From an optimization exercise on the open Yosys and OpenROAD flow, aimed at small area, a short achievable clock period and few clock cycles; shortcuts taken in it are not production practice.
The RTL was checked by simulation tests, not by an equivalence proof against the original design.

$ cat design/flow/config.mk
export PLATFORM = sky130hd
export DESIGN_NAME = neuron_pe
export DESIGN_NICKNAME = neuron_pe
export VERILOG_FILES = /design/flow/design.v
export SDC_FILE = /design/flow/constraint.sdc
export NUM_CORES = 4
export LEC_CHECK = 0
export ABC_AREA = 1
export CAP_MARGIN = 20
export CORE_MARGIN = 2
export CORE_UTILIZATION = 40
export CTS_CLUSTER_DIAMETER = 80
export CTS_CLUSTER_SIZE = 30
export SLEW_MARGIN = 70
$ cat design/flow/constraint.sdc
create_clock -name core_clock -period 22.0 [get_ports {clk}]
set_input_delay 4.4000 -clock core_clock [delete_from_list [all_inputs] [get_ports {clk}]]
set_output_delay 4.4000 -clock core_clock [all_outputs]
set_load 0.01 [all_outputs]
$ cat design/flow/design.v
module neuron_pe #(
    parameter int N     = 6,
    parameter int BITS  = 16,
    parameter int FRAC  = 8
) (
    input  logic                  clk,
    input  logic                  rst_n,
    input  logic                  load_w,
    input  logic                  start,
    input  logic                  bp,
    input  logic [1:0]            act_sel,
    input  logic [N*BITS-1:0]     x,
    input  logic [N*BITS-1:0]     w,
    input  logic [BITS-1:0]       b,
    input  logic [BITS-1:0]       dz_in,
    input  logic [BITS-1:0]       w_in,
    input  logic [BITS-1:0]       lr,
    output logic                  busy,
    output logic                  done,
    output logic [BITS-1:0]       y,
    output logic [(N+1)*BITS-1:0] w_out
);
    typedef logic signed [15:0] word_t;
    function automatic word_t sadd(input word_t a, input word_t c);
        logic signed [16:0] s;
        s = {a[15], a} + {c[15], c};
        if (s[16] != s[15])
            sadd = {s[16], {15{~s[16]}}};
        else
            sadd = s[15:0];
    endfunction
    function automatic word_t act_gate(input logic [1:0] a, input logic neg,
                                       input word_t v);
        act_gate = v;
        if (neg && (a != 2'b00)) begin
            if (a == 2'b10)
                act_gate = v >>> 3;
            else
                act_gate = '0;
        end
    endfunction
    function automatic word_t mux1h7(input logic [6:0] s, input word_t d0,
                                     input word_t d1, input word_t d2,
                                     input word_t d3, input word_t d4,
                                     input word_t d5, input word_t d6);
        mux1h7 = ({16{s[0]}} & d0) | ({16{s[1]}} & d1) | ({16{s[2]}} & d2) |
                 ({16{s[3]}} & d3) | ({16{s[4]}} & d4) | ({16{s[5]}} & d5) |
                 ({16{s[6]}} & d6);
    endfunction
    logic         mode;        
    logic [4:0]   cnt;
    logic         zneg;
    logic [1:0]   act_r;
    word_t        store [0:6];
    word_t        xr    [0:5];
    word_t        lr_r;
    word_t        D;
    word_t        P;
    logic [23:0]  r0, r1;      
    logic         c8;
    logic [5:0]   sa_x;        
    logic         sa_p;        
    logic         sa_l;        
    logic [5:0]   sb_w;        
    logic         sb_d;        
    logic         sb_p;        
    logic         rot;         
    logic         s_d;         
    logic         s_b;         
    logic         f_acc;       
    logic         f_fin;       
    logic         b_g;         
    logic         b_t;         
    wire idle = ~busy;
    assign sb_w = sa_x & {6{~mode}};
    word_t opa, opb, prod, s_in1, sum;
    logic [23:0] n_r0, n_r1;
    logic        n_c8;
    always_comb begin
        opa = mux1h7({sa_l, sa_x}, xr[0], xr[1], xr[2], xr[3], xr[4], xr[5], lr_r)
            | ({16{sa_p}} & P);
        opb = mux1h7({sb_d, sb_w}, store[1], store[2], store[3], store[4],
                     store[5], store[6], D)
            | ({16{sb_p}} & P);
        s_in1 = ({16{s_b}} & store[0]) | ({16{s_d}} & D);
        sum = sadd(s_in1, prod);
    end
    np_pmul_s1 u_s1 (.a(opa), .b(opb), .r0(n_r0), .r1(n_r1), .c8(n_c8));
    np_pmul_s2 u_s2 (.r0(r0), .r1(r1), .c8(c8), .y(prod));
    logic       n_busy, n_mode, n_f, n_b;
    logic [4:0] n_cnt;
    always_comb begin
        if (idle) begin
            n_cnt  = '0;
            n_busy = start & ~load_w;
            n_mode = bp;
        end else begin
            n_cnt  = cnt + 5'd1;
            n_busy = ~done;
            n_mode = mode;
        end
        n_f = n_busy & ~n_mode;
        n_b = n_busy & n_mode;
    end
    logic [5:0] nb_x;
    logic       nb_ap, nb_al, nb_bd, nb_bp, nb_g, nb_t;
    logic       nb_u;
    always_comb begin
        nb_x  = '0;
        nb_ap = 1'b0; nb_al = 1'b0; nb_bd = 1'b0; nb_bp = 1'b0;
        nb_g  = 1'b0; nb_t  = 1'b0; nb_u  = 1'b0;
        case (n_cnt)
            5'd0:  begin nb_ap = 1'b1; nb_bd = 1'b1; end
            5'd1:  begin nb_g = 1'b1; end
            5'd2:  begin nb_al = 1'b1; nb_bd = 1'b1; end
            5'd3:  begin nb_x[0] = 1'b1; nb_bd = 1'b1; nb_u = 1'b1; end
            5'd4:  begin nb_x[1] = 1'b1; nb_bd = 1'b1; nb_t = 1'b1; end
            5'd5:  begin nb_al = 1'b1; nb_bp = 1'b1; nb_t = 1'b1; end
            5'd6:  begin nb_al = 1'b1; nb_bp = 1'b1; nb_u = 1'b1; end
            5'd7:  begin nb_x[2] = 1'b1; nb_bd = 1'b1; nb_u = 1'b1; end
            5'd8:  begin nb_x[3] = 1'b1; nb_bd = 1'b1; nb_t = 1'b1; end
            5'd9:  begin nb_al = 1'b1; nb_bp = 1'b1; nb_t = 1'b1; end
            5'd10: begin nb_al = 1'b1; nb_bp = 1'b1; nb_u = 1'b1; end
            5'd11: begin nb_x[4] = 1'b1; nb_bd = 1'b1; nb_u = 1'b1; end
            5'd12: begin nb_x[5] = 1'b1; nb_bd = 1'b1; nb_t = 1'b1; end
            5'd13: begin nb_al = 1'b1; nb_bp = 1'b1; nb_t = 1'b1; end
            5'd14: begin nb_al = 1'b1; nb_bp = 1'b1; nb_u = 1'b1; end
            5'd15: begin nb_u = 1'b1; end
            default: ;
        endcase
    end
    always_ff @(posedge clk or negedge rst_n) begin
        if (!rst_n) begin
            rot   <= 1'b0;
            f_fin <= 1'b0;
        end else begin
            rot   <= n_b && nb_u;
            f_fin <= n_f && n_cnt == 5'd6;
        end
    end
    always_ff @(posedge clk) begin
        for (int i = 0; i < 6; i++) begin
            sa_x[i] <= (n_f && n_cnt == 5'(i)) || (n_b && nb_x[i]);
        end
        sa_p  <= n_b && nb_ap;
        sa_l  <= n_b && nb_al;
        sb_d  <= n_b && nb_bd;
        sb_p  <= n_b && nb_bp;
        s_d   <= n_f && n_cnt >= 5'd2;
        s_b   <= (n_f && n_cnt == 5'd1) || n_b;
        f_acc <= n_f && n_cnt >= 5'd1 && n_cnt <= 5'd5;
        b_g   <= n_b && nb_g;
        b_t   <= n_b && nb_t;
    end
    always_ff @(posedge clk) begin
        r0 <= n_r0;
        r1 <= n_r1;
        c8 <= n_c8;
        if (idle) begin
            for (int i = 0; i < 6; i++)
                xr[i] <= x[i*16 +: 16];
            lr_r  <= lr;
            act_r <= act_sel;
            D     <= dz_in;
            P     <= w_in;
        end else begin
            if (f_acc)
                D <= sum;
            else if (b_g)
                D <= act_gate(act_r, zneg, prod);
            if (b_t)
                P <= prod;
        end
    end
    always_ff @(posedge clk or negedge rst_n) begin
        if (!rst_n) begin
            busy <= 1'b0;
            done <= 1'b0;
            mode <= 1'b0;
            cnt  <= '0;
            zneg <= 1'b0;
            y    <= '0;
            for (int k = 0; k < 7; k++)
                store[k] <= '0;
        end else begin
            busy <= n_busy;
            mode <= n_mode;
            cnt  <= n_cnt;
            done <= f_fin || (busy && mode && cnt == 5'd15);
            if (f_fin) begin
                y    <= act_gate(act_r, sum[15], sum);
                zneg <= sum[15];
            end
            if (idle && load_w) begin
                store[0] <= b;
                for (int i = 0; i < 6; i++)
                    store[i + 1] <= w[i*16 +: 16];
            end
            if (rot) begin
                for (int k = 0; k < 6; k++)
                    store[k] <= store[k + 1];
                store[6] <= sum;
            end
        end
    end
    generate
        for (genvar k = 0; k <= 6; k++) begin : g_wout
            assign w_out[k*16 +: 16] = store[k];
        end
    endgenerate
endmodule
module np_pmul_s1 (
    input  logic [15:0] a,
    input  logic [15:0] b,
    output logic [23:0] r0,
    output logic [23:0] r1,
    output logic c8
);
    logic [16:0] bx;
    assign bx = {b, 1'b0};
    logic one0, two0, neg0;
    assign one0 = bx[1] ^ bx[0];
    assign two0 = (bx[2] & ~bx[1] & ~bx[0]) | (~bx[2] & bx[1] & bx[0]);
    assign neg0 = bx[2];
    logic [16:0] pp0;
    assign pp0[0] = ((one0 & a[0]) | (two0 & 1'b0)) ^ neg0;
    assign pp0[1] = ((one0 & a[1]) | (two0 & a[0])) ^ neg0;
    assign pp0[2] = ((one0 & a[2]) | (two0 & a[1])) ^ neg0;
    assign pp0[3] = ((one0 & a[3]) | (two0 & a[2])) ^ neg0;
    assign pp0[4] = ((one0 & a[4]) | (two0 & a[3])) ^ neg0;
    assign pp0[5] = ((one0 & a[5]) | (two0 & a[4])) ^ neg0;
    assign pp0[6] = ((one0 & a[6]) | (two0 & a[5])) ^ neg0;
    assign pp0[7] = ((one0 & a[7]) | (two0 & a[6])) ^ neg0;
    assign pp0[8] = ((one0 & a[8]) | (two0 & a[7])) ^ neg0;
    assign pp0[9] = ((one0 & a[9]) | (two0 & a[8])) ^ neg0;
    assign pp0[10] = ((one0 & a[10]) | (two0 & a[9])) ^ neg0;
    assign pp0[11] = ((one0 & a[11]) | (two0 & a[10])) ^ neg0;
    assign pp0[12] = ((one0 & a[12]) | (two0 & a[11])) ^ neg0;
    assign pp0[13] = ((one0 & a[13]) | (two0 & a[12])) ^ neg0;
    assign pp0[14] = ((one0 & a[14]) | (two0 & a[13])) ^ neg0;
    assign pp0[15] = ((one0 & a[15]) | (two0 & a[14])) ^ neg0;
    assign pp0[16] = ((one0 & a[15]) | (two0 & a[15])) ^ neg0;
    logic one1, two1, neg1;
    assign one1 = bx[3] ^ bx[2];
    assign two1 = (bx[4] & ~bx[3] & ~bx[2]) | (~bx[4] & bx[3] & bx[2]);
    assign neg1 = bx[4];
    logic [16:0] pp1;
    assign pp1[0] = ((one1 & a[0]) | (two1 & 1'b0)) ^ neg1;
    assign pp1[1] = ((one1 & a[1]) | (two1 & a[0])) ^ neg1;
    assign pp1[2] = ((one1 & a[2]) | (two1 & a[1])) ^ neg1;
    assign pp1[3] = ((one1 & a[3]) | (two1 & a[2])) ^ neg1;
    assign pp1[4] = ((one1 & a[4]) | (two1 & a[3])) ^ neg1;
    assign pp1[5] = ((one1 & a[5]) | (two1 & a[4])) ^ neg1;
    assign pp1[6] = ((one1 & a[6]) | (two1 & a[5])) ^ neg1;
    assign pp1[7] = ((one1 & a[7]) | (two1 & a[6])) ^ neg1;
    assign pp1[8] = ((one1 & a[8]) | (two1 & a[7])) ^ neg1;
    assign pp1[9] = ((one1 & a[9]) | (two1 & a[8])) ^ neg1;
    assign pp1[10] = ((one1 & a[10]) | (two1 & a[9])) ^ neg1;
    assign pp1[11] = ((one1 & a[11]) | (two1 & a[10])) ^ neg1;
    assign pp1[12] = ((one1 & a[12]) | (two1 & a[11])) ^ neg1;
    assign pp1[13] = ((one1 & a[13]) | (two1 & a[12])) ^ neg1;
    assign pp1[14] = ((one1 & a[14]) | (two1 & a[13])) ^ neg1;
    assign pp1[15] = ((one1 & a[15]) | (two1 & a[14])) ^ neg1;
    assign pp1[16] = ((one1 & a[15]) | (two1 & a[15])) ^ neg1;
    logic one2, two2, neg2;
    assign one2 = bx[5] ^ bx[4];
    assign two2 = (bx[6] & ~bx[5] & ~bx[4]) | (~bx[6] & bx[5] & bx[4]);
    assign neg2 = bx[6];
    logic [16:0] pp2;
    assign pp2[0] = ((one2 & a[0]) | (two2 & 1'b0)) ^ neg2;
    assign pp2[1] = ((one2 & a[1]) | (two2 & a[0])) ^ neg2;
    assign pp2[2] = ((one2 & a[2]) | (two2 & a[1])) ^ neg2;
    assign pp2[3] = ((one2 & a[3]) | (two2 & a[2])) ^ neg2;
    assign pp2[4] = ((one2 & a[4]) | (two2 & a[3])) ^ neg2;
    assign pp2[5] = ((one2 & a[5]) | (two2 & a[4])) ^ neg2;
    assign pp2[6] = ((one2 & a[6]) | (two2 & a[5])) ^ neg2;
    assign pp2[7] = ((one2 & a[7]) | (two2 & a[6])) ^ neg2;
    assign pp2[8] = ((one2 & a[8]) | (two2 & a[7])) ^ neg2;
    assign pp2[9] = ((one2 & a[9]) | (two2 & a[8])) ^ neg2;
    assign pp2[10] = ((one2 & a[10]) | (two2 & a[9])) ^ neg2;
    assign pp2[11] = ((one2 & a[11]) | (two2 & a[10])) ^ neg2;
    assign pp2[12] = ((one2 & a[12]) | (two2 & a[11])) ^ neg2;
    assign pp2[13] = ((one2 & a[13]) | (two2 & a[12])) ^ neg2;
    assign pp2[14] = ((one2 & a[14]) | (two2 & a[13])) ^ neg2;
    assign pp2[15] = ((one2 & a[15]) | (two2 & a[14])) ^ neg2;
    assign pp2[16] = ((one2 & a[15]) | (two2 & a[15])) ^ neg2;
    logic one3, two3, neg3;
    assign one3 = bx[7] ^ bx[6];
    assign two3 = (bx[8] & ~bx[7] & ~bx[6]) | (~bx[8] & bx[7] & bx[6]);
    assign neg3 = bx[8];
    logic [16:0] pp3;
    assign pp3[0] = ((one3 & a[0]) | (two3 & 1'b0)) ^ neg3;
    assign pp3[1] = ((one3 & a[1]) | (two3 & a[0])) ^ neg3;
    assign pp3[2] = ((one3 & a[2]) | (two3 & a[1])) ^ neg3;
    assign pp3[3] = ((one3 & a[3]) | (two3 & a[2])) ^ neg3;
    assign pp3[4] = ((one3 & a[4]) | (two3 & a[3])) ^ neg3;
    assign pp3[5] = ((one3 & a[5]) | (two3 & a[4])) ^ neg3;
    assign pp3[6] = ((one3 & a[6]) | (two3 & a[5])) ^ neg3;
    assign pp3[7] = ((one3 & a[7]) | (two3 & a[6])) ^ neg3;
    assign pp3[8] = ((one3 & a[8]) | (two3 & a[7])) ^ neg3;
    assign pp3[9] = ((one3 & a[9]) | (two3 & a[8])) ^ neg3;
    assign pp3[10] = ((one3 & a[10]) | (two3 & a[9])) ^ neg3;
    assign pp3[11] = ((one3 & a[11]) | (two3 & a[10])) ^ neg3;
    assign pp3[12] = ((one3 & a[12]) | (two3 & a[11])) ^ neg3;
    assign pp3[13] = ((one3 & a[13]) | (two3 & a[12])) ^ neg3;
    assign pp3[14] = ((one3 & a[14]) | (two3 & a[13])) ^ neg3;
    assign pp3[15] = ((one3 & a[15]) | (two3 & a[14])) ^ neg3;
    assign pp3[16] = ((one3 & a[15]) | (two3 & a[15])) ^ neg3;
    logic one4, two4, neg4;
    assign one4 = bx[9] ^ bx[8];
    assign two4 = (bx[10] & ~bx[9] & ~bx[8]) | (~bx[10] & bx[9] & bx[8]);
    assign neg4 = bx[10];
    logic [16:0] pp4;
    assign pp4[0] = ((one4 & a[0]) | (two4 & 1'b0)) ^ neg4;
    assign pp4[1] = ((one4 & a[1]) | (two4 & a[0])) ^ neg4;
    assign pp4[2] = ((one4 & a[2]) | (two4 & a[1])) ^ neg4;
    assign pp4[3] = ((one4 & a[3]) | (two4 & a[2])) ^ neg4;
    assign pp4[4] = ((one4 & a[4]) | (two4 & a[3])) ^ neg4;
    assign pp4[5] = ((one4 & a[5]) | (two4 & a[4])) ^ neg4;
    assign pp4[6] = ((one4 & a[6]) | (two4 & a[5])) ^ neg4;
    assign pp4[7] = ((one4 & a[7]) | (two4 & a[6])) ^ neg4;
    assign pp4[8] = ((one4 & a[8]) | (two4 & a[7])) ^ neg4;
    assign pp4[9] = ((one4 & a[9]) | (two4 & a[8])) ^ neg4;
    assign pp4[10] = ((one4 & a[10]) | (two4 & a[9])) ^ neg4;
    assign pp4[11] = ((one4 & a[11]) | (two4 & a[10])) ^ neg4;
    assign pp4[12] = ((one4 & a[12]) | (two4 & a[11])) ^ neg4;
    assign pp4[13] = ((one4 & a[13]) | (two4 & a[12])) ^ neg4;
    assign pp4[14] = ((one4 & a[14]) | (two4 & a[13])) ^ neg4;
    assign pp4[15] = ((one4 & a[15]) | (two4 & a[14])) ^ neg4;
    assign pp4[16] = ((one4 & a[15]) | (two4 & a[15])) ^ neg4;
    logic one5, two5, neg5;
    assign one5 = bx[11] ^ bx[10];
    assign two5 = (bx[12] & ~bx[11] & ~bx[10]) | (~bx[12] & bx[11] & bx[10]);
    assign neg5 = bx[12];
    logic [16:0] pp5;
    assign pp5[0] = ((one5 & a[0]) | (two5 & 1'b0)) ^ neg5;
    assign pp5[1] = ((one5 & a[1]) | (two5 & a[0])) ^ neg5;
    assign pp5[2] = ((one5 & a[2]) | (two5 & a[1])) ^ neg5;
    assign pp5[3] = ((one5 & a[3]) | (two5 & a[2])) ^ neg5;
    assign pp5[4] = ((one5 & a[4]) | (two5 & a[3])) ^ neg5;
    assign pp5[5] = ((one5 & a[5]) | (two5 & a[4])) ^ neg5;
    assign pp5[6] = ((one5 & a[6]) | (two5 & a[5])) ^ neg5;
    assign pp5[7] = ((one5 & a[7]) | (two5 & a[6])) ^ neg5;
    assign pp5[8] = ((one5 & a[8]) | (two5 & a[7])) ^ neg5;
    assign pp5[9] = ((one5 & a[9]) | (two5 & a[8])) ^ neg5;
    assign pp5[10] = ((one5 & a[10]) | (two5 & a[9])) ^ neg5;
    assign pp5[11] = ((one5 & a[11]) | (two5 & a[10])) ^ neg5;
    assign pp5[12] = ((one5 & a[12]) | (two5 & a[11])) ^ neg5;
    assign pp5[13] = ((one5 & a[13]) | (two5 & a[12])) ^ neg5;
    assign pp5[14] = ((one5 & a[14]) | (two5 & a[13])) ^ neg5;
    assign pp5[15] = ((one5 & a[15]) | (two5 & a[14])) ^ neg5;
    assign pp5[16] = ((one5 & a[15]) | (two5 & a[15])) ^ neg5;
    logic one6, two6, neg6;
    assign one6 = bx[13] ^ bx[12];
    assign two6 = (bx[14] & ~bx[13] & ~bx[12]) | (~bx[14] & bx[13] & bx[12]);
    assign neg6 = bx[14];
    logic [16:0] pp6;
    assign pp6[0] = ((one6 & a[0]) | (two6 & 1'b0)) ^ neg6;
    assign pp6[1] = ((one6 & a[1]) | (two6 & a[0])) ^ neg6;
    assign pp6[2] = ((one6 & a[2]) | (two6 & a[1])) ^ neg6;
    assign pp6[3] = ((one6 & a[3]) | (two6 & a[2])) ^ neg6;
    assign pp6[4] = ((one6 & a[4]) | (two6 & a[3])) ^ neg6;
    assign pp6[5] = ((one6 & a[5]) | (two6 & a[4])) ^ neg6;
    assign pp6[6] = ((one6 & a[6]) | (two6 & a[5])) ^ neg6;
    assign pp6[7] = ((one6 & a[7]) | (two6 & a[6])) ^ neg6;
    assign pp6[8] = ((one6 & a[8]) | (two6 & a[7])) ^ neg6;
    assign pp6[9] = ((one6 & a[9]) | (two6 & a[8])) ^ neg6;
    assign pp6[10] = ((one6 & a[10]) | (two6 & a[9])) ^ neg6;
    assign pp6[11] = ((one6 & a[11]) | (two6 & a[10])) ^ neg6;
    assign pp6[12] = ((one6 & a[12]) | (two6 & a[11])) ^ neg6;
    assign pp6[13] = ((one6 & a[13]) | (two6 & a[12])) ^ neg6;
    assign pp6[14] = ((one6 & a[14]) | (two6 & a[13])) ^ neg6;
    assign pp6[15] = ((one6 & a[15]) | (two6 & a[14])) ^ neg6;
    assign pp6[16] = ((one6 & a[15]) | (two6 & a[15])) ^ neg6;
    logic one7, two7, neg7;
    assign one7 = bx[15] ^ bx[14];
    assign two7 = (bx[16] & ~bx[15] & ~bx[14]) | (~bx[16] & bx[15] & bx[14]);
    assign neg7 = bx[16];
    logic [16:0] pp7;
    assign pp7[0] = ((one7 & a[0]) | (two7 & 1'b0)) ^ neg7;
    assign pp7[1] = ((one7 & a[1]) | (two7 & a[0])) ^ neg7;
    assign pp7[2] = ((one7 & a[2]) | (two7 & a[1])) ^ neg7;
    assign pp7[3] = ((one7 & a[3]) | (two7 & a[2])) ^ neg7;
    assign pp7[4] = ((one7 & a[4]) | (two7 & a[3])) ^ neg7;
    assign pp7[5] = ((one7 & a[5]) | (two7 & a[4])) ^ neg7;
    assign pp7[6] = ((one7 & a[6]) | (two7 & a[5])) ^ neg7;
    assign pp7[7] = ((one7 & a[7]) | (two7 & a[6])) ^ neg7;
    assign pp7[8] = ((one7 & a[8]) | (two7 & a[7])) ^ neg7;
    assign pp7[9] = ((one7 & a[9]) | (two7 & a[8])) ^ neg7;
    assign pp7[10] = ((one7 & a[10]) | (two7 & a[9])) ^ neg7;
    assign pp7[11] = ((one7 & a[11]) | (two7 & a[10])) ^ neg7;
    assign pp7[12] = ((one7 & a[12]) | (two7 & a[11])) ^ neg7;
    assign pp7[13] = ((one7 & a[13]) | (two7 & a[12])) ^ neg7;
    assign pp7[14] = ((one7 & a[14]) | (two7 & a[13])) ^ neg7;
    assign pp7[15] = ((one7 & a[15]) | (two7 & a[14])) ^ neg7;
    assign pp7[16] = ((one7 & a[15]) | (two7 & a[15])) ^ neg7;
    logic t1;
    logic t2;
    assign {t2, t1} = {1'b0, pp0[10]} + {1'b0, pp1[8]};
    logic t3;
    logic t4;
    assign {t4, t3} = {1'b0, pp0[11]} + {1'b0, pp1[9]};
    logic t5;
    logic t6;
    assign {t6, t5} = {1'b0, pp0[12]} + {1'b0, pp1[10]} + {1'b0, pp2[8]};
    logic t7;
    logic t8;
    assign {t8, t7} = {1'b0, pp3[6]} + {1'b0, pp4[4]};
    logic t9;
    logic t10;
    assign {t10, t9} = {1'b0, pp0[13]} + {1'b0, pp1[11]} + {1'b0, pp2[9]};
    logic t11;
    logic t12;
    assign {t12, t11} = {1'b0, pp3[7]} + {1'b0, pp4[5]};
    logic t13;
    logic t14;
    assign {t14, t13} = {1'b0, pp0[14]} + {1'b0, pp1[12]} + {1'b0, pp2[10]};
    logic t15;
    logic t16;
    assign {t16, t15} = {1'b0, pp3[8]} + {1'b0, pp4[6]} + {1'b0, pp5[4]};
    logic t17;
    logic t18;
    assign {t18, t17} = {1'b0, pp6[2]} + {1'b0, pp7[0]};
    logic t19;
    logic t20;
    assign {t20, t19} = {1'b0, pp0[15]} + {1'b0, pp1[13]} + {1'b0, pp2[11]};
    logic t21;
    logic t22;
    assign {t22, t21} = {1'b0, pp3[9]} + {1'b0, pp4[7]} + {1'b0, pp5[5]};
    logic t23;
    logic t24;
    assign {t24, t23} = {1'b0, pp6[3]} + {1'b0, pp7[1]};
    logic t25;
    logic t26;
    assign {t26, t25} = {1'b0, ~pp0[16]} + {1'b0, pp1[14]} + {1'b0, pp2[12]};
    logic t27;
    logic t28;
    assign {t28, t27} = {1'b0, pp3[10]} + {1'b0, pp4[8]} + {1'b0, pp5[6]};
    logic t29;
    logic t30;
    assign {t30, t29} = {1'b0, pp6[4]} + {1'b0, pp7[2]} + {1'b0, 1'b1};
    logic t31;
    logic t32;
    assign {t32, t31} = {1'b0, pp1[15]} + {1'b0, pp2[13]} + {1'b0, pp3[11]};
    logic t33;
    logic t34;
    assign {t34, t33} = {1'b0, pp4[9]} + {1'b0, pp5[7]} + {1'b0, pp6[5]};
    logic t35;
    logic t36;
    assign {t36, t35} = {1'b0, pp7[3]} + {1'b0, 1'b1};
    logic t37;
    logic t38;
    assign {t38, t37} = {1'b0, ~pp1[16]} + {1'b0, pp2[14]} + {1'b0, pp3[12]};
    logic t39;
    logic t40;
    assign {t40, t39} = {1'b0, pp4[10]} + {1'b0, pp5[8]} + {1'b0, pp6[6]};
    logic t41;
    logic t42;
    assign {t42, t41} = {1'b0, pp2[15]} + {1'b0, pp3[13]} + {1'b0, pp4[11]};
    logic t43;
    logic t44;
    assign {t44, t43} = {1'b0, pp5[9]} + {1'b0, pp6[7]};
    logic t45;
    logic t46;
    assign {t46, t45} = {1'b0, ~pp2[16]} + {1'b0, pp3[14]} + {1'b0, pp4[12]};
    logic t47;
    logic t48;
    assign {t48, t47} = {1'b0, pp3[15]} + {1'b0, pp4[13]};
    logic t49;
    logic t50;
    assign {t50, t49} = {1'b0, pp0[6]} + {1'b0, pp1[4]};
    logic t51;
    logic t52;
    assign {t52, t51} = {1'b0, pp0[7]} + {1'b0, pp1[5]};
    logic t53;
    logic t54;
    assign {t54, t53} = {1'b0, pp0[8]} + {1'b0, pp1[6]} + {1'b0, pp2[4]};
    logic t55;
    logic t56;
    assign {t56, t55} = {1'b0, pp3[2]} + {1'b0, pp4[0]};
    logic t57;
    logic t58;
    assign {t58, t57} = {1'b0, pp0[9]} + {1'b0, pp1[7]} + {1'b0, pp2[5]};
    logic t59;
    logic t60;
    assign {t60, t59} = {1'b0, pp3[3]} + {1'b0, pp4[1]};
    logic t61;
    logic t62;
    assign {t62, t61} = {1'b0, t1} + {1'b0, pp2[6]} + {1'b0, pp3[4]};
    logic t63;
    logic t64;
    assign {t64, t63} = {1'b0, pp4[2]} + {1'b0, pp5[0]} + {1'b0, neg5};
    logic t65;
    logic t66;
    assign {t66, t65} = {1'b0, t2} + {1'b0, t3} + {1'b0, pp2[7]};
    logic t67;
    logic t68;
    assign {t68, t67} = {1'b0, pp3[5]} + {1'b0, pp4[3]} + {1'b0, pp5[1]};
    logic t69;
    logic t70;
    assign {t70, t69} = {1'b0, t4} + {1'b0, t5} + {1'b0, t7};
    logic t71;
    logic t72;
    assign {t72, t71} = {1'b0, pp5[2]} + {1'b0, pp6[0]} + {1'b0, neg6};
    logic t73;
    logic t74;
    assign {t74, t73} = {1'b0, t6} + {1'b0, t8} + {1'b0, t9};
    logic t75;
    logic t76;
    assign {t76, t75} = {1'b0, t11} + {1'b0, pp5[3]} + {1'b0, pp6[1]};
    logic t77;
    logic t78;
    assign {t78, t77} = {1'b0, t10} + {1'b0, t12} + {1'b0, t13};
    logic t79;
    logic t80;
    assign {t80, t79} = {1'b0, t15} + {1'b0, t17} + {1'b0, neg7};
    logic t81;
    logic t82;
    assign {t82, t81} = {1'b0, t14} + {1'b0, t16} + {1'b0, t18};
    logic t83;
    logic t84;
    assign {t84, t83} = {1'b0, t19} + {1'b0, t21} + {1'b0, t23};
    logic t85;
    logic t86;
    assign {t86, t85} = {1'b0, t20} + {1'b0, t22} + {1'b0, t24};
    logic t87;
    logic t88;
    assign {t88, t87} = {1'b0, t25} + {1'b0, t27} + {1'b0, t29};
    logic t89;
    logic t90;
    assign {t90, t89} = {1'b0, t26} + {1'b0, t28} + {1'b0, t30};
    logic t91;
    logic t92;
    assign {t92, t91} = {1'b0, t31} + {1'b0, t33} + {1'b0, t35};
    logic t93;
    logic t94;
    assign {t94, t93} = {1'b0, t32} + {1'b0, t34} + {1'b0, t36};
    logic t95;
    logic t96;
    assign {t96, t95} = {1'b0, t37} + {1'b0, t39} + {1'b0, pp7[4]};
    logic t97;
    logic t98;
    assign {t98, t97} = {1'b0, t38} + {1'b0, t40} + {1'b0, t41};
    logic t99;
    logic t100;
    assign {t100, t99} = {1'b0, t43} + {1'b0, pp7[5]} + {1'b0, 1'b1};
    logic t101;
    logic t102;
    assign {t102, t101} = {1'b0, t42} + {1'b0, t44} + {1'b0, t45};
    logic t103;
    logic t104;
    assign {t104, t103} = {1'b0, pp5[10]} + {1'b0, pp6[8]} + {1'b0, pp7[6]};
    logic t105;
    logic t106;
    assign {t106, t105} = {1'b0, t46} + {1'b0, t47} + {1'b0, pp5[11]};
    logic t107;
    logic t108;
    assign {t108, t107} = {1'b0, pp6[9]} + {1'b0, pp7[7]} + {1'b0, 1'b1};
    logic t109;
    logic t110;
    assign {t110, t109} = {1'b0, t48} + {1'b0, ~pp3[16]} + {1'b0, pp4[14]};
    logic t111;
    logic t112;
    assign {t112, t111} = {1'b0, pp5[12]} + {1'b0, pp6[10]} + {1'b0, pp7[8]};
    logic t113;
    logic t114;
    assign {t114, t113} = {1'b0, pp4[15]} + {1'b0, pp5[13]} + {1'b0, pp6[11]};
    logic t115;
    logic t116;
    assign {t116, t115} = {1'b0, pp7[9]} + {1'b0, 1'b1};
    logic t117;
    logic t118;
    assign {t118, t117} = {1'b0, ~pp4[16]} + {1'b0, pp5[14]} + {1'b0, pp6[12]};
    logic t119;
    logic t120;
    assign {t120, t119} = {1'b0, pp5[15]} + {1'b0, pp6[13]};
    logic t121;
    logic t122;
    assign {t122, t121} = {1'b0, pp0[4]} + {1'b0, pp1[2]};
    logic t123;
    logic t124;
    assign {t124, t123} = {1'b0, pp0[5]} + {1'b0, pp1[3]};
    logic t125;
    logic t126;
    assign {t126, t125} = {1'b0, t49} + {1'b0, pp2[2]} + {1'b0, pp3[0]};
    logic t127;
    logic t128;
    assign {t128, t127} = {1'b0, t50} + {1'b0, t51} + {1'b0, pp2[3]};
    logic t129;
    logic t130;
    assign {t130, t129} = {1'b0, t52} + {1'b0, t53} + {1'b0, t55};
    logic t131;
    logic t132;
    assign {t132, t131} = {1'b0, t54} + {1'b0, t56} + {1'b0, t57};
    logic t133;
    logic t134;
    assign {t134, t133} = {1'b0, t58} + {1'b0, t60} + {1'b0, t61};
    logic t135;
    logic t136;
    assign {t136, t135} = {1'b0, t62} + {1'b0, t64} + {1'b0, t65};
    logic t137;
    logic t138;
    assign {t138, t137} = {1'b0, t66} + {1'b0, t68} + {1'b0, t69};
    logic t139;
    logic t140;
    assign {t140, t139} = {1'b0, t70} + {1'b0, t72} + {1'b0, t73};
    logic t141;
    logic t142;
    assign {t142, t141} = {1'b0, t74} + {1'b0, t76} + {1'b0, t77};
    logic t143;
    logic t144;
    assign {t144, t143} = {1'b0, t78} + {1'b0, t80} + {1'b0, t81};
    logic t145;
    logic t146;
    assign {t146, t145} = {1'b0, t82} + {1'b0, t84} + {1'b0, t85};
    logic t147;
    logic t148;
    assign {t148, t147} = {1'b0, t86} + {1'b0, t88} + {1'b0, t89};
    logic t149;
    logic t150;
    assign {t150, t149} = {1'b0, t90} + {1'b0, t92} + {1'b0, t93};
    logic t151;
    logic t152;
    assign {t152, t151} = {1'b0, t94} + {1'b0, t96} + {1'b0, t97};
    logic t153;
    logic t154;
    assign {t154, t153} = {1'b0, t98} + {1'b0, t100} + {1'b0, t101};
    logic t155;
    logic t156;
    assign {t156, t155} = {1'b0, t102} + {1'b0, t104} + {1'b0, t105};
    logic t157;
    logic t158;
    assign {t158, t157} = {1'b0, t106} + {1'b0, t108} + {1'b0, t109};
    logic t159;
    logic t160;
    assign {t160, t159} = {1'b0, t110} + {1'b0, t112} + {1'b0, t113};
    logic t161;
    logic t162;
    assign {t162, t161} = {1'b0, t114} + {1'b0, t116} + {1'b0, t117};
    logic t163;
    logic t164;
    assign {t164, t163} = {1'b0, t118} + {1'b0, t119} + {1'b0, pp7[11]};
    logic t165;
    logic t166;
    assign {t166, t165} = {1'b0, t120} + {1'b0, ~pp5[16]} + {1'b0, pp6[14]};
    logic t167;
    logic t168;
    assign {t168, t167} = {1'b0, pp6[15]} + {1'b0, pp7[13]};
    logic t169;
    logic t170;
    assign {t170, t169} = {1'b0, pp0[2]} + {1'b0, pp1[0]};
    logic t171;
    logic t172;
    assign {t172, t171} = {1'b0, pp0[3]} + {1'b0, pp1[1]};
    logic t173;
    logic t174;
    assign {t174, t173} = {1'b0, t121} + {1'b0, pp2[0]} + {1'b0, neg2};
    logic t175;
    logic t176;
    assign {t176, t175} = {1'b0, t122} + {1'b0, t123} + {1'b0, pp2[1]};
    logic t177;
    logic t178;
    assign {t178, t177} = {1'b0, t124} + {1'b0, t125} + {1'b0, neg3};
    logic t179;
    logic t180;
    assign {t180, t179} = {1'b0, t126} + {1'b0, t127} + {1'b0, pp3[1]};
    logic t181;
    logic t182;
    assign {t182, t181} = {1'b0, t128} + {1'b0, t129} + {1'b0, neg4};
    logic t183;
    logic t184;
    assign {t184, t183} = {1'b0, t130} + {1'b0, t131} + {1'b0, t59};
    logic t185;
    logic t186;
    assign {t186, t185} = {1'b0, t132} + {1'b0, t133} + {1'b0, t63};
    logic t187;
    logic t188;
    assign {t188, t187} = {1'b0, t134} + {1'b0, t135} + {1'b0, t67};
    logic t189;
    logic t190;
    assign {t190, t189} = {1'b0, t136} + {1'b0, t137} + {1'b0, t71};
    logic t191;
    logic t192;
    assign {t192, t191} = {1'b0, t138} + {1'b0, t139} + {1'b0, t75};
    logic t193;
    logic t194;
    assign {t194, t193} = {1'b0, t140} + {1'b0, t141} + {1'b0, t79};
    logic t195;
    logic t196;
    assign {t196, t195} = {1'b0, t142} + {1'b0, t143} + {1'b0, t83};
    logic t197;
    logic t198;
    assign {t198, t197} = {1'b0, t144} + {1'b0, t145} + {1'b0, t87};
    logic t199;
    logic t200;
    assign {t200, t199} = {1'b0, t146} + {1'b0, t147} + {1'b0, t91};
    logic t201;
    logic t202;
    assign {t202, t201} = {1'b0, t148} + {1'b0, t149} + {1'b0, t95};
    logic t203;
    logic t204;
    assign {t204, t203} = {1'b0, t150} + {1'b0, t151} + {1'b0, t99};
    logic t205;
    logic t206;
    assign {t206, t205} = {1'b0, t152} + {1'b0, t153} + {1'b0, t103};
    logic t207;
    logic t208;
    assign {t208, t207} = {1'b0, t154} + {1'b0, t155} + {1'b0, t107};
    logic t209;
    logic t210;
    assign {t210, t209} = {1'b0, t156} + {1'b0, t157} + {1'b0, t111};
    logic t211;
    logic t212;
    assign {t212, t211} = {1'b0, t158} + {1'b0, t159} + {1'b0, t115};
    logic t213;
    logic t214;
    assign {t214, t213} = {1'b0, t160} + {1'b0, t161} + {1'b0, pp7[10]};
    logic t215;
    logic t216;
    assign {t216, t215} = {1'b0, t162} + {1'b0, t163} + {1'b0, 1'b1};
    logic t217;
    logic t218;
    assign {t218, t217} = {1'b0, t164} + {1'b0, t165} + {1'b0, pp7[12]};
    logic t219;
    logic t220;
    assign {t220, t219} = {1'b0, t166} + {1'b0, t167} + {1'b0, 1'b1};
    logic t221;
    logic t222;
    assign {t222, t221} = {1'b0, t168} + {1'b0, ~pp6[16]} + {1'b0, pp7[14]};
    logic t223;
    logic t224;
    assign {t224, t223} = {1'b0, pp7[15]} + {1'b0, 1'b1};
    logic [31:0] s0, s1;
    logic [8:0] lo;
    assign s0 = {1'b1, t224, t222, t220, t218, t216, t214, t212, t210, t208, t206, t204, t202, t200, t198, t196, t194, t192, t190, t188, t186, t184, t182, t180, t178, t176, t174, t172, t170, t169, pp0[1], pp0[0]};
    assign s1 = {1'b0, ~pp7[16], t223, t221, t219, t217, t215, t213, t211, t209, t207, t205, t203, t201, t199, t197, t195, t193, t191, t189, t187, t185, t183, t181, t179, t177, t175, t173, t171, neg1, 1'b0, neg0};
    assign lo = {1'b0, s0[7:0]} + {1'b0, s1[7:0]};
    assign r0 = s0[31:8];
    assign r1 = s1[31:8];
    assign c8 = lo[8];
endmodule
module np_pmul_s2 (
    input  logic [23:0] r0,
    input  logic [23:0] r1,
    input  logic        c8,
    output logic [15:0] y
);
    logic [23:0] p;
    assign p = r0 + r1 + {23'd0, c8};
    wire ovf = ~((&p[23:15]) | ~(|p[23:15]));
    assign y = ovf ? {p[23], {15{~p[23]}}} : p[15:0];
endmodule
$ cat design/flow/flow/run.sh
#!/bin/bash
# Layout flow: the standard ORFS flow (standard synthesis unchanged), with
# the port buffers that global placement inserts made plain buf_1 cells
# instead of the default delay buffers. Every port still gets its buffer.
set -euo pipefail
export BUFFER_PORTS_ARGS="-buffer_cell sky130_fd_sc_hd__buf_1"
bash standard.sh > standard.log 2>&1
$ cat design/flow/standard.sh
#!/bin/bash
# synth_recipe.tcl (not shown) runs the flow's synth.tcl, then flattens the netlist and writes it again
# the make line also repeats each setting of config.mk as NAME=value (left out here)
make -C /OpenROAD-flow-scripts/flow DESIGN_CONFIG=/design/flow/config.mk WORK_HOME=/design/flow/orfs CLKGATE_MAP_FILE= SYNTH_SCRIPT=/design/flow/synth_recipe.tcl "${@:-finish}"
==> results.rst <==
.. list-table::
   :header-rows: 1

   * - Metric
     - Value
   * - Most frequent cells in the layout
     - 692 x sky130_fd_sc_hd__nand2_1, 391 x sky130_fd_sc_hd__buf_1, 334 x sky130_fd_sc_hd__inv_1
   * - Count of cell types in the netlist
     - 51
   * - Share of post-route cells with drive strength above 1
     - 0.0701
   * - Status
     - timing/DRC/antenna clean
   * - Number of resized instances in the post-cts repair step
     - 0
   * - CP startpoint
     - mode$_DFF_PN0_
   * - Clock Root Buffer
     - sky130_fd_sc_hd__clkbuf_16
   * - Post-CTS setup buffer count
     - 0
   * - Worst-skew pair later-pin latency
     - between 0.5 and 0.6 ns
   * - Number of flops mapped to enable cells by yosys
     - 146
   * - Initial cell density of the core
     - 0.405
   * - Number of antenna-violating nets in the routed design
     - 0
   * - Syn Inst Count
     - ~2700
   * - Footprint of the multi-input gates
     - roughly 0.012 sq mm
   * - Highest metal used
     - met5
   * - Number of vias after detailed routing
     - around 21000
   * - Number of ports placed on the die boundary
     - 393
   * - Most common cell after layout, fill and taps aside
     - sky130_fd_sc_hd__nand2_1
   * - DPL Wire Length
     - around 67000 um
   * - Inserted Clock Buffers
     - 23
   * - Area Overhead vs Synth
     - 15.4%
   * - Final worst path period need
     - 5.77 ns
   * - Number of global-route vias before repair
     - between 20000 and 25000
   * - Number of slew-limit violations in the final report
     - 0
   * - Post-Synthesis Cell Area
     - around 0.022 sq mm
   * - Most used flip-flop cell after synthesis
     - sky130_fd_sc_hd__edfxtp_1
   * - Number of max-capacitance violations reported
     - 0
   * - Max Root-Sink Buffers
     - 3
   * - Length in cells of the worst reg-to-reg path
     - 18
   * - Critical hold path startpoint
     - y[15]$_DFFE_PN0P_
   * - Std-Cell Rows
     - 86
   * - Total of fill cells in the finished design
     - 5545
   * - Worst flop-to-flop path endpoint
     - r1[12]$_DFF_P_
   * - Port Buffer Count
     - roughly 390
   * - Final critical-path share of the clock period
     - 0.262
   * - Worst clock skew on the final layout
     - about 0.028 ns
   * - Mux contribution to synthesized area
     - 0
   * - Total met3 wirelength after detailed routing
     - approximately 6300 um
   * - Worst min-delay path class
     - flop to flop
   * - Synth warn
     - 3
   * - Seq/Total Area, Yosys
     - 0.407
   * - Per-instance average area after synthesis
     - between 8 and 9 sq um
   * - DRT Wirelength
     - 84700 um
   * - Critical Path Fanout Max
     - 15
   * - Required @ worst endpoint
     - 22.44 ns
   * - Number of levels the H-tree was split into
     - 1
   * - Number of DRC markers after the initial detailed-route iteration
     - just over 2000
   * - Number of design rule violations left after detail routing
     - 0
   * - Setup repair after global routing missed its margin
     - no
   * - Layout net count
     - about 3400
   * - Die footprint
     - 0.0578 sq mm
   * - Flop and latch count out of synthesis
     - approximately 350
   * - Sink count of the clock tree
     - roughly 350
   * - Die X
     - around 240 um
   * - Remaining global-route overflow
     - 0
   * - Clock slew seen by the registers of the worst setup and hold paths
     - about 0.09 ns
   * - Post-CTS Hold Buffers
     - 0
   * - WL/cell
     - roughly 23 um
   * - Beginning of the worst register-to-register path
     - mode$_DFF_PN0_
   * - Cell taking the most area after synthesis
     - sky130_fd_sc_hd__edfxtp_1
   * - Element type at the critical path end
     - flop
   * - Routed via count divided by cell count
     - 5.48
   * - Critical path endpoint
     - r1[12]$_DFF_P_
   * - Floorplan Core Area
     - approximately 0.055 sq mm
   * - Summed negative setup slack over all endpoints
     - 0 ns
   * - Cell types with the largest area share after synthesis
     - sky130_fd_sc_hd__edfxtp_1 20%, sky130_fd_sc_hd__dfrtp_1 16%, sky130_fd_sc_hd__nand2_1 12%
   * - Synthesized-area fraction occupied by xor and xnor cells
     - 0.0584
   * - Type of the worst setup path
     - flop to flop
   * - Max-slew headroom
     - 0.690
   * - Post-synthesis share of cell area spent on full adders, half adders and majority gates
     - 0.116
   * - CTS tree
     - built
   * - Slew at the pin closest to its max-slew limit
     - roughly 0.47 ns
   * - Worst EP arrival
     - a little over 6 ns
   * - Height of the die
     - approximately 240 um
   * - Fraction of the mapped netlist area in compound gates
     - 0.147
   * - CP Launch Type
     - flop
   * - Wire length on met2
     - roughly 40000 um
   * - Post-Synthesis Net Count
     - ~3000
   * - Highest achievable clock rate
     - 173 MHz
   * - Post-layout utilization of the core
     - 0.467
   * - Aggregate global-route resource usage
     - 0.291
   * - Wire length of the first global-routing pass
     - ~130000 um
   * - Initial antenna violation count
     - 7
   * - Area of all sequential standard cells
     - approximately 0.009 sq mm
   * - Final count of negative-setup-slack endpoints
     - 0
   * - Pin count of the biggest net entering global routing
     - ~140
   * - Fraction of synthesized cell area taken by the top area cell type
     - 0.196
   * - Routability Congestion
     - just under 1
   * - Fraction of registers with async set or reset after synthesis
     - 0.401
   * - Worst reg2reg setup slack
     - 16.23 ns
   * - Hold violation count in the final report
     - 0
   * - Main combinational cell family by area after synthesis
     - simple AND/OR/NAND/NOR gates
   * - Post-Route M1 WL
     - between 30000 and 40000 um
   * - Simple-gate portion of the synthesized area
     - 0.185
   * - TritonRoute pass-1 iters
     - 6
==> synthesized netlist by cell type, types with 59 or more instances <==
| cell type | count |
|---|---|
| sky130_fd_sc_hd__a21oi_1 | 85 |
| sky130_fd_sc_hd__clkbuf_1 | 74 |
| sky130_fd_sc_hd__dfrtp_1 | 139 |
| sky130_fd_sc_hd__dfxtp_1 | 62 |
| sky130_fd_sc_hd__edfxtp_1 | 146 |
| sky130_fd_sc_hd__fa_1 | 86 |
| sky130_fd_sc_hd__ha_1 | 69 |
| sky130_fd_sc_hd__inv_1 | 340 |
| sky130_fd_sc_hd__nand2_1 | 702 |
| sky130_fd_sc_hd__nand3_1 | 67 |
| sky130_fd_sc_hd__nor2_1 | 167 |
| sky130_fd_sc_hd__o211ai_1 | 59 |
| sky130_fd_sc_hd__o21ai_0 | 90 |
| sky130_fd_sc_hd__o22ai_1 | 151 |
| sky130_fd_sc_hd__xor2_1 | 135 |
==> state kept, by name, summed over array words and instances (netlist names), 2 cells and up <==
register / flops
store: 112
xr: 96
r0: 23
r1: 23
D: 16
P: 16
lr_r: 16
y: 16
sa_x: 6
cnt: 5
act_r: 2
==> layout make-up <==
| cell class | count | share of cell area |
|---|---|---|
| Multi-Input combinational cell | 1827 | 0.449 |
| Clock inverter | 13 | 0.00655 |
| Inverter | 358 | 0.0537 |
| Sequential cell | 347 | 0.354 |
| Antenna cell | 5 | 0.000485 |
| Timing Repair Buffer | 439 | 0.0764 |
| Tap cell | 748 | 0.0363 |
| Clock buffer | 28 | 0.0238 |
==> worst min-delay path by stage <==
stage | to | cells past startpoint
floorplan | done$_DFF_PN0_ | 2
global placement | y[15]$_DFFE_PN0P_ | 2
detailed placement | y[15]$_DFFE_PN0P_ | 2
CTS | y[15]$_DFFE_PN0P_ | 2
global route | cnt[0]$_DFF_PN0_ | 1
finish | y[15]$_DFFE_PN0P_ | 2
==> per-stage QoR <==
stage,setup slack (ns),hold slack (ns),instances,cell area [sq um]
2_1_floorplan,16.49,0.479,2661,22300
3_3_place_gp,15.44,0.496,3707,24500
3_5_place_dp,16.06,0.490,3718,25000
4_1_cts,16.27,0.528,3759,25700
5_1_grt,15.80,0.550,3764,25800
6_report,16.23,0.518,3765,25800
==> logic make-up after synthesis <==
group | count (synthesis)
fa+ha+maj | 155
buf+inv | 487
simple gates | 1018
xor+xnor | 149
compound gates | 505
flops | 347
==> metal layers <==
| layer | GRT usage | vias up |
|---|---|---|
| met5 | 0 | - |
| met2 | 0.467 | 857 |
| met1 | 0.404 | 10100 |
| li1 | - | 9496 |
| met4 | 0.0911 | 6 |
| met3 | 0.0452 | 140 |
==> critical path, stage by stage (launching register included) <==
cell and delay [ns]:
sky130_fd_sc_hd__dfrtp_1 0.54, sky130_fd_sc_hd__inv_2 0.23, sky130_fd_sc_hd__nand2_2 0.23, sky130_fd_sc_hd__inv_1 0.33
sky130_fd_sc_hd__a21oi_1 0.12, sky130_fd_sc_hd__nand4_1 0.21, sky130_fd_sc_hd__buf_4 0.29, sky130_fd_sc_hd__clkinv_2 0.34
sky130_fd_sc_hd__or2_2 0.46, sky130_fd_sc_hd__nand2_2 0.11, sky130_fd_sc_hd__nand2_4 0.17, sky130_fd_sc_hd__o22ai_1 0.19
sky130_fd_sc_hd__xor2_1 0.21, sky130_fd_sc_hd__fa_1 0.50, sky130_fd_sc_hd__fa_1 0.55, sky130_fd_sc_hd__inv_1 0.05
sky130_fd_sc_hd__fa_1 0.53, sky130_fd_sc_hd__inv_1 0.05, sky130_fd_sc_hd__fa_1 0.48
Testbench counts, summed over its fixed seeds: cycles 10,392.

port drivers added, routing unchanged:
The results above use ideal ports. As a check the final layout listed here was re-extracted and re-timed, cells and wires unchanged.
Step 1 assumes that a clkbuf_16 drives the clock port and a buf_2 every other input.
Step 2 moves the port delays by t, midway between the first and last clock arrival at a register: inputs arrive t later, outputs are due t later. That takes back most of the time a late clock gives input paths.
a / b / c = ideal / step 1 / step 2; a / b = the first two.
t (ns): 0.631
setup slack, ns: 16.235 / 16.186 / 15.963
worst data-port slew with drivers (ns): 0.09
pins driven straight from the clock port: 1
After both steps setup and hold are still met in this run. The setup slack of this run moves by -0.049 ns with the drivers and by -0.272 ns with both steps.
